What follows belongs to an exercise in optimizing a design on an open flow for small area and a short achievable clock period; a production flow would make more cautious choices.
Function was checked by simulation only, so behaviour that the tests miss may differ from the original.
Power and IR drop assume default switching activity.

==> flow/design.v <==
package mem_bus_pkg;
    typedef enum logic [1:0] {
        CMD_NONE  = 2'b00,
        CMD_READ  = 2'b01,
        CMD_WRITE = 2'b10,
        CMD_RSVD  = 2'b11
    } mem_cmd_e;
    typedef enum logic {
        ST_IDLE    = 1'b0,
        ST_RD_WAIT = 1'b1
    } state_e;
    typedef enum logic [1:0] {
        RGN_RAM  = 2'd0,
        RGN_LED  = 2'd1,
        RGN_SW   = 2'd2,
        RGN_NONE = 2'd3
    } region_e;
    localparam logic [8:0] LED_ADDR_DEF = 9'h100;
    localparam logic [8:0] SW_ADDR_DEF  = 9'h140;
    function automatic mem_bus_pkg::region_e decode_addr(
        input logic [8:0] addr,
        input logic [9:0] ram_limit,
        input logic [8:0] led_addr,
        input logic [8:0] sw_addr
    );
        mem_bus_pkg::region_e rgn;
        if ({1'b0, addr} < ram_limit) begin
            rgn = mem_bus_pkg::RGN_RAM;
        end else if (addr == led_addr) begin
            rgn = mem_bus_pkg::RGN_LED;
        end else if (addr == sw_addr) begin
            rgn = mem_bus_pkg::RGN_SW;
        end else begin
            rgn = mem_bus_pkg::RGN_NONE;
        end
        decode_addr = rgn;
    endfunction
endpackage
module ram_256x16 #(
    parameter int DEPTH = 256,
    parameter int AW    = 8
) (
    input  logic          clk,
    input  logic          en_i,
    input  logic          we_i,
    input  logic [AW-1:0] addr_i,
    input  logic [15:0]   wdata_i,
    output logic [15:0]   rdata_o
);
    logic [15:0] mem_q [DEPTH];
    always_ff @(posedge clk) begin
        if (en_i) begin
            if (we_i) begin
                mem_q[addr_i] <= wdata_i;
                rdata_o       <= wdata_i;
            end else begin
                rdata_o <= mem_q[addr_i];
            end
        end
    end
endmodule
module mem_bus_ctrl #(
    parameter int         RAM_DEPTH = 256,
    parameter logic [8:0] LED_ADDR  = mem_bus_pkg::LED_ADDR_DEF,
    parameter logic [8:0] SW_ADDR   = mem_bus_pkg::SW_ADDR_DEF
) (
    input  logic              clk,
    input  logic              reset,
    input  logic [1:0]        mem_cmd,
    input  logic [8:0]        mem_addr,
    input  logic [15:0]       write_data,
    output logic [15:0]       read_data,
    output logic              rd_valid,
    input  logic [7:0]        sw,
    output logic [7:0]        led,
    output logic              bus_err
);
    localparam int         RAM_AW    = (RAM_DEPTH > 1) ? $clog2(RAM_DEPTH) : 1;
    localparam logic [9:0] RAM_LIMIT = 10'(RAM_DEPTH);
    mem_bus_pkg::state_e      state_q;
    logic [8:0]  rd_addr_q;
    logic [15:0] read_data_q;
    logic        rd_valid_q;
    logic [7:0]  led_q;
    logic        bus_err_q;
    logic [7:0]  sw_meta_q;
    logic [7:0]  sw_sync_q;
    mem_bus_pkg::mem_cmd_e    cmd;
    mem_bus_pkg::region_e     cur_rgn;
    mem_bus_pkg::region_e     rd_rgn;
    logic        is_rd;
    logic        is_wr;
    logic        ram_we;
    logic        ram_en;
    logic [15:0] ram_rdata;
    logic [15:0] read_data_d;
    logic        err_d;
    assign cmd     = mem_bus_pkg::mem_cmd_e'(mem_cmd);
    assign is_rd   = (cmd == mem_bus_pkg::CMD_READ);
    assign is_wr   = (cmd == mem_bus_pkg::CMD_WRITE);
    assign cur_rgn = mem_bus_pkg::decode_addr(mem_addr, RAM_LIMIT, LED_ADDR, SW_ADDR);
    assign rd_rgn  = mem_bus_pkg::decode_addr(rd_addr_q, RAM_LIMIT, LED_ADDR, SW_ADDR);
    assign ram_we = is_wr && (cur_rgn == mem_bus_pkg::RGN_RAM);
    assign ram_en = is_rd || ram_we;
    ram_256x16 #(
        .DEPTH (RAM_DEPTH),
        .AW    (RAM_AW)
    ) u_ram (
        .clk     (clk),
        .en_i    (ram_en),
        .we_i    (ram_we),
        .addr_i  (mem_addr[RAM_AW-1:0]),
        .wdata_i (write_data),
        .rdata_o (ram_rdata)
    );
    always_comb begin
        read_data_d = 16'h0000;
        case (rd_rgn)
            mem_bus_pkg::RGN_RAM: read_data_d = ram_rdata;
            mem_bus_pkg::RGN_LED: read_data_d = {8'h00, led_q};
            mem_bus_pkg::RGN_SW:  read_data_d = {8'h00, sw_sync_q};
            default: read_data_d = 16'h0000;
        endcase
    end
    always_comb begin
        err_d = 1'b0;
        if (cmd == mem_bus_pkg::CMD_RSVD) begin
            err_d = 1'b1;
        end
        if (is_wr && ((cur_rgn == mem_bus_pkg::RGN_SW) || (cur_rgn == mem_bus_pkg::RGN_NONE))) begin
            err_d = 1'b1;
        end
        if (is_rd && (cur_rgn == mem_bus_pkg::RGN_NONE)) begin
            err_d = 1'b1;
        end
    end
    always_ff @(posedge clk or posedge reset) begin
        if (reset) begin
            state_q     <= mem_bus_pkg::ST_IDLE;
            rd_addr_q   <= 9'h000;
            read_data_q <= 16'h0000;
            rd_valid_q  <= 1'b0;
            led_q       <= 8'h00;
            bus_err_q   <= 1'b0;
            sw_meta_q   <= 8'h00;
            sw_sync_q   <= 8'h00;
        end else begin
            sw_meta_q <= sw;
            sw_sync_q <= sw_meta_q;
            rd_valid_q <= (state_q == mem_bus_pkg::ST_RD_WAIT);
            if (state_q == mem_bus_pkg::ST_RD_WAIT) begin
                read_data_q <= read_data_d;
            end
            if (is_rd) begin
                rd_addr_q <= mem_addr;
                state_q   <= mem_bus_pkg::ST_RD_WAIT;
            end else begin
                state_q   <= mem_bus_pkg::ST_IDLE;
            end
            if (is_wr && (cur_rgn == mem_bus_pkg::RGN_LED)) begin
                led_q <= write_data[7:0];
            end
            if (err_d) begin
                bus_err_q <= 1'b1;
            end
        end
    end
    assign read_data = read_data_q;
    assign rd_valid  = rd_valid_q;
    assign led           = led_q;
    assign bus_err       = bus_err_q;
endmodule
==> flow/run.sh <==
#!/bin/bash
# synth_recipe.tcl (not shown) runs the flow's synth.tcl, then flattens the netlist and writes it again
# the make line also repeats each setting of config.mk as NAME=value (left out here)
make -C /OpenROAD-flow-scripts/flow DESIGN_CONFIG=/design/flow/config.mk WORK_HOME=/design/flow/orfs CLKGATE_MAP_FILE= SYNTH_SCRIPT=/design/flow/synth_recipe.tcl finish
==> flow/config.mk <==
export PLATFORM = sky130hd
export DESIGN_NAME = mem_bus_ctrl
export DESIGN_NICKNAME = mem_bus_ctrl
export VERILOG_FILES = /design/flow/design.v
export SDC_FILE = /design/flow/constraint.sdc
export NUM_CORES = 4
export LEC_CHECK = 0
export CAP_MARGIN = 20
export CORE_MARGIN = 2
export CORE_UTILIZATION = 40
export SLEW_MARGIN = 20
==> flow/constraint.sdc <==
create_clock -name core_clock -period 5.0 [get_ports {clk}]
set_input_delay 1.0000 -clock core_clock [delete_from_list [all_inputs] [get_ports {clk}]]
set_output_delay 1.0000 -clock core_clock [all_outputs]
set_load 0.01 [all_outputs]
==> results_dict.tcl <==
set metrics [dict create \
    status "timing/DRC/antenna clean" \
    core_um2 399000 \
    drcViolationCount 0 \
    synth_edf_count 4112 \
    p_leak_nw 58.7 \
    finalWirelength_um 453000 \
    hold_violations 0 \
    powerDensity_nw_per_um2 394 \
    setup_viol 0 \
    yosys-top-cells-count "edfxtp_1, mux4_2, nor2_1" \
    skew_ns 0.0785 \
    initial_core_util_pct 40.2 \
    rows 232 \
    maxCapViolCount 0 \
    dp_hpwl_um 283000 \
    grt_overflow 0 \
    cts_buffer_depth 4 \
    cp-end-kind "register" \
    dpl-instance-area_um2 172000 \
    post-place-cells 12800 \
    clk_latency_ns 1.01 \
    post-route-period-util_pct 91.2 \
    htreeDepth 5 \
    ys_seq_elements 4164 \
    drtPass1Iterations 6 \
    critPathCapture "u_ram.rdata_o[5]$_DFFE_PP_" \
    fin_nets 7953 \
    die_width_um 637 \
    layout-drive-gt1-share_pct 30.7 \
    crit_fanout 53 \
    slew_violations 0 \
    synthDistinctLibCells 60 \
    fmax_mhz 219 \
    period_minus_slack_ns 4.56 \
    cts_tree "yes" \
    avgSynthCellArea_um2 22.5 \
    crit_start "mem_addr[3]" \
    ys_warn_count 2 \
    io_buffers 62 \
    ys.flop_type "edfxtp_1" \
    start_kind "input pin" \
    ys_seq_area_share_pct 77.8 \
    worstMarginPinSlew_ns 1.27 \
    r2r_start "u_ram.mem_q[137][5]$_DFFE_PP_" \
    worstReg2RegEnd "u_ram.rdata_o[5]$_DFFE_PP_" \
    synthArstFlopShare_pct 1.25 \
    syn_area_um2 160000 \
    slew_headroom_pct 15.2 \
    synth_fp_nets 7155 \
    cts_setup_buffers 0 \
    gp_congestion 0.901 \
    synth_top_area_share_pct 77.0 \
    crit_arrival_ns 5.38 \
    grt_pass1_vias 79500 \
    grtUsageTotal_pct 21.9 \
    critPathKind "input pin to register" \
    ioPinCount 63 \
    clk_pin_slew_ns 0.06 \
    netlist_instances 7118 \
    final_cell_count_no_fill 13500 \
    regToRegSetupSlack_ns 1.53 \
    reg2reg_depth 8 \
    die_y_um 637 \
    grt_setup_unrepaired "false" \
    synth_top_cell_by_area "edfxtp_1" \
    vias 80400 \
    grt_max_degree 147 \
    nFillCells 32700 \
    ant_nets 0 \
    fin_util_pct 46.5 \
    dieArea_um2 406000 \
    hp-class "register to register" \
    cts-buffers-inserted 421 \
    vdd.ir_drop.worst_mv 0.316 \
    cts.repair.resized 0 \
    antenna_found_initial 24 \
    cp.required_ns 5.82 \
    synthTopCellsByArea "edfxtp_1, mux4_2, mux2i_1" \
    cts_root_buffer "clkbuf_16" \
    yosysMostFrequentCell "edfxtp_1" \
    clock-sinks 4164 \
    final_area_um2 186000 \
    avgViaCountPerCell 5.93 \
    syn_to_final_growth_pct 15.8 \
    grt_first_pass_wirelength_um 629000 \
    drtIter0Drc 11000 \
    hold_buffers 0 \
    post_drt_wl_per_cell_um 33.5 \
]
==> through the flow <==
stage / setup TNS, ns / hold slack (ns) / setup WS, ns / total power (W)
2_1_floorplan: 0 / 0.331 / 1.05 / 0.0411
3_3_place_gp: -0.227 / 0.342 / -0.200 / 0.0431
3_5_place_dp: -0.194 / 0.337 / -0.190 / 0.0432
4_1_cts: 0 / 0.349 / 0.840 / 0.0736
5_1_grt: 0 / 0.350 / 0.464 / 0.0750
6_report: 0 / 0.349 / 0.440 / 0.0732
==> sequential cells by signal, summed over array words and instances (netlist names) <==
signal and flops:
sw_meta_q 8, u_ram.rdata_o 16, read_data_q 16, led_q 8
u_ram.mem_q 4096, state_q 1, bus_err_q 1, rd_addr_q 9
sw_sync_q 8, rd_valid_q 1
==> report_power, final <==
group / internal, W / switching [W] / total (W)
registers: 0.0384 / 0.0000791 / 0.0385
clock network: 0.0173 / 0.0134 / 0.0307
logic: 0.00142 / 0.00253 / 0.00395
total: 0.0572 / 0.0160 / 0.0732
==> final cells by class <==
type / instances / area, µm² / share of cell area (%)
clock inverter: 270 / 2460 / 1.33
timing repair buffer: 783 / 7250 / 3.91
inverter: 26 / 109 / 0.0586
tap: 5265 / 6590 / 3.55
sequential: 4164 / 125000 / 67.2
clock buffer: 511 / 11000 / 5.92
antenna: 9 / 22.5 / 0.0121
multi-input combinational: 2520 / 33500 / 18.0
==> worst min-delay path by stage <==
stage,startpoint,endpoint,depth (start not counted)
6_report,sw_meta_q[2]$_DFF_PP0_,sw_sync_q[2]$_DFF_PP0_,0
5_1_grt,sw_meta_q[2]$_DFF_PP0_,sw_sync_q[2]$_DFF_PP0_,0
4_1_cts,sw_meta_q[2]$_DFF_PP0_,sw_sync_q[2]$_DFF_PP0_,0
3_5_place_dp,sw_meta_q[4]$_DFF_PP0_,sw_sync_q[4]$_DFF_PP0_,0
3_3_place_gp,sw_meta_q[2]$_DFF_PP0_,sw_sync_q[2]$_DFF_PP0_,0
2_1_floorplan,sw_meta_q[0]$_DFF_PP0_,sw_sync_q[0]$_DFF_PP0_,0
==> routing by layer <==
layer | routed length [µm] | global-route usage, %
met5 | 492 | 0.284
met4 | 18300 | 7.87
met3 | 42300 | 4.73
met2 | 214000 | 34.6
met1 | 178000 | 30.1
==> cell usage in the layout (no fill, tap or decap), types with 22 or more instances in the layout <==
master	Yosys	routed
a221oi_1	54	54
nor2_1	339	246
nor2_2	0	91
nand3_1	67	63
buf_12	0	89
clkinv_1	1	110
dfrtp_1	52	52
a211oi_1	22	22
a21oi_1	74	74
a32oi_1	27	27
o211ai_1	23	23
edfxtp_1	4112	4112
clkinv_2	0	77
clkdlybuf4s50_1	0	38
bufinv_16	0	32
o22ai_1	49	49
mux2_2	26	26
buf_4	83	632
mux2i_1	277	277
clkbuf_16	0	426
mux4_2	1058	1058
a22oi_1	75	75
clkbuf_1	113	84
nor2b_1	25	22
nand2_1	176	167
o21ai_0	57	53
==> worst max-delay path: stages <==
cell,delay [ns]
buf_8,0.48
buf_12,0.39
buf_4,0.34
mux4_2,0.27
nand2_1,0.08
a32oi_1,0.44
o22ai_1,0.18
buf_4,0.22
nor3_1,0.95
o211ai_1,0.62
o221ai_1,0.21
==> cell families (layout without fill, tap and decap cells) <==
| group | Yosys count | after routing | share of synthesized area [%] |
|---|---|---|---|
| flip-flops | 4164 | 4164 | 77.8 |
| AO/OA/AOI/OAI | 488 | 488 | 2.14 |
| buffers and inverters | 434 | 1590 | 1.54 |
| other | 0 | 9 | 0 |
| AND/OR/NAND/NOR | 671 | 671 | 1.77 |
| multiplexers | 1361 | 1361 | 16.8 |

[re-timing with driven ports]
The results above use ideal ports. As a check the final layout listed here was re-extracted and re-timed, cells and wires unchanged.
Step 1 (the two cells are an assumption about what drives the block):
set clk [get_ports {clk}]
set_driving_cell -lib_cell sky130_fd_sc_hd__clkbuf_16 $clk
set_driving_cell -lib_cell sky130_fd_sc_hd__buf_2 [delete_from_list [all_inputs] $clk]
Step 2 adds t to the input delays and takes it off the output delays; t is the mean of the earliest and latest rising clock arrival at the registers after step 1. Input paths then give back, and output paths get back, about the clock's delay inside the block.
a / b / c = ideal / step 1 / step 2; a / b = the first two.
shift t [ns]: 1.067
setup slack, ns: 0.440 / 0.487 / -0.581
worst setup path at the end: input to register
clock arrival spread, ns: 0.083 / 0.083
Met with ideal ports but missed after step 2: setup timing in this run. For this run, drivers alone change the setup slack by +0.047 ns; drivers and shift together by -1.021 ns.
